From an optimization exercise on the open Yosys and OpenROAD flow, aimed at small area, a short achievable clock period and few clock cycles; shortcuts taken in it are not production practice.

## job 3514
Design phase_synthesizer, start of the top module:
module phase_synthesizer #(
  parameter int ADDR_WIDTH  = 11,
  parameter int PHASE_WIDTH = 24,
  parameter int MAG_WIDTH   = 16,
  parameter int RATIO_WIDTH = 16,
  parameter int RATIO_FRAC  = 12
) (
  input  logic                   clock,
  input  logic                   reset,
  input  logic [PHASE_WIDTH-1:0] phase,
  input  logic [PHASE_WIDTH-1:0] phase_last,
  input  logic                   phases_valid,
  input  logic [ADDR_WIDTH-1:0]  k_max,
  input  logic [MAG_WIDTH-1:0]   magnitude,
  input  logic [RATIO_WIDTH-1:0] pitch_ratio,
  output logic [47:0]            m_tdata,
  output logic                   m_tvalid,
  input  logic                   m_tready,
  output logic                   m_tlast,
  output logic [15:0]            m_tuser,
  output logic                   busy,
  output logic [7:0]             dropped_count
);
  logic [23:0] ph_q, pl_q;       
  logic [10:0] k_q;              
  logic [15:0] r_q, mag_q;
  logic [23:0] s_acc_q;          
  logic [14:0] ms_q;             
  logic [15:0] mc_q;             
  logic        bw_q, ac_q;       
  logic [5:0]  cyc_q;
  logic        nphase_q, negd_q, accv_q, act_q;
  logic        busy_q, tvalid_q, tlast_q, hit_q, phit_q;
  logic [10:0] tu_q;
  logic [7:0]  drop_q;
  logic c_lt11, c_le22, c_eq23, c_eq24, c_ge24, c_lt60, c_op, c_eq59, c_rdy, c_ge26;
  assign c_lt11 = cyc_q < 6'd11;
  assign c_le22 = cyc_q <= 6'd22;
  assign c_eq23 = cyc_q == 6'd23;
  assign c_eq24 = cyc_q == 6'd24;
  assign c_ge24 = cyc_q >= 6'd24;
  assign c_lt60 = cyc_q < 6'd60;
  assign c_op   = (cyc_q >= 6'd36) && c_lt60;
  assign c_eq59 = cyc_q == 6'd59;
  assign c_rdy  = cyc_q == 6'd60;
  assign c_ge26 = cyc_q >= 6'd26;
  logic dsum, dbor;
  assign dsum = ph_q[0] ^ ~pl_q[0] ^ bw_q;
  assign dbor = (ph_q[0] & ~pl_q[0]) | (ph_q[0] & bw_q) | (~pl_q[0] & bw_q);
  logic        x;
  logic [15:0] sin, cin, fsum, fcar;
  logic        vnz;
  assign x = act_q & ((c_lt11 & k_q[0]) | (~nphase_q & c_ge24 & c_lt60 & ph_q[0]));
  always_comb begin
    for (int j = 0; j < 16; j++) begin
      sin[j] = (j < 15) ? ms_q[j] : 1'b0;
      cin[j] = mc_q[j];
      if (j < 3 && c_eq24) begin
        sin[j] = 1'b0;
        cin[j] = 1'b0;
      end
      {fcar[j], fsum[j]} = {1'b0, sin[j]} + {1'b0, cin[j]} + {1'b0, r_q[j] & x};
    end
  end
  ...
==> flow/config.mk <==
export PLATFORM = sky130hd
export DESIGN_NAME = phase_synthesizer
export DESIGN_NICKNAME = phase_synthesizer
export VERILOG_FILES = /design/flow/design.v
export SDC_FILE = /design/flow/constraint.sdc
export NUM_CORES = 4
export LEC_CHECK = 0
export CAP_MARGIN = 20
export CORE_MARGIN = 2
export CORE_UTILIZATION = 65
export CTS_BUF_LIST = sky130_fd_sc_hd__clkbuf_8
export SLEW_MARGIN = 20
==> flow/constraint.sdc <==
create_clock -name core_clock -period 7.0 [get_ports {clock}]
set_input_delay 1.4000 -clock core_clock [delete_from_list [all_inputs] [get_ports {clock}]]
set_output_delay 1.4000 -clock core_clock [all_outputs]
set_load 0.01 [all_outputs]
standard.sh (not shown) runs the stock make flow with config.mk's settings and CLKGATE_MAP_FILE= SYNTH_SCRIPT=/design/flow/synth_recipe.tcl, a recipe that flattens the netlist after the stock synthesis.
==> flow/flow/run.sh <==
#!/bin/bash
set -euo pipefail
export BUFFER_PORTS_ARGS="-buffer_cell sky130_fd_sc_hd__buf_1"
bash standard.sh finish > standard_make.log 2>&1
Job 3514 ended with every stage complete and zero timing, DRC or antenna violations.
Relative to job 3514, the following input files were edited for job 5352:
Settings: CORE_UTILIZATION: 65 -> 40; CTS_BUF_LIST: sky130_fd_sc_hd__clkbuf_8 -> unset.
Results
Job 5352 vs job 3514: register-to-register slack up in job 5352. Of job 3514 and job 5352, the higher proportion of cell area spent on the clock network belongs to job 5352. Setup fix buffers added after clock tree synthesis: job 5352 vs job 3514 identical. Looking at detailed placer's ending HPWL across both flows, job 5352 is the weaker of the two, with job 3514 ahead. The lower starting density of the core of job 3514 and job 5352 is in job 5352. Diff job 3514 -> job 5352 | maximum frequency from static timing analysis | increase of 8.8%. Cell row count was higher in job 5352 than in job 3514.
No run of this note included a check of the RTL's function; only the layout flow was run.

-- what the ideal ports hide --
How much do the figures lean on ideal ports? The routed layouts below were timed once more, with nothing changed but the port constraints. Step 1, drivers: a clkbuf_16 drives clock and a buf_2 each remaining input, both assumed. Step 2, shift: input delay + t, output delay - t, t = (earliest + latest rising clock arrival at the registers) / 2. This alone moves slack from input paths to output paths. Slacks: ideal / step 1 / step 2; pairs: ideal / step 1.
| run | t (ns) | setup slack, ns | worst slew at a driven data input, ns |
|---|---|---|---|
| job 3514 | 0.487 | 3.443 / 3.443 / 3.443 | 0.06 |
| job 5352 | 0.462 | 3.730 / 3.730 / 3.730 | 0.05 |
After both steps setup and hold are still met in every run listed.
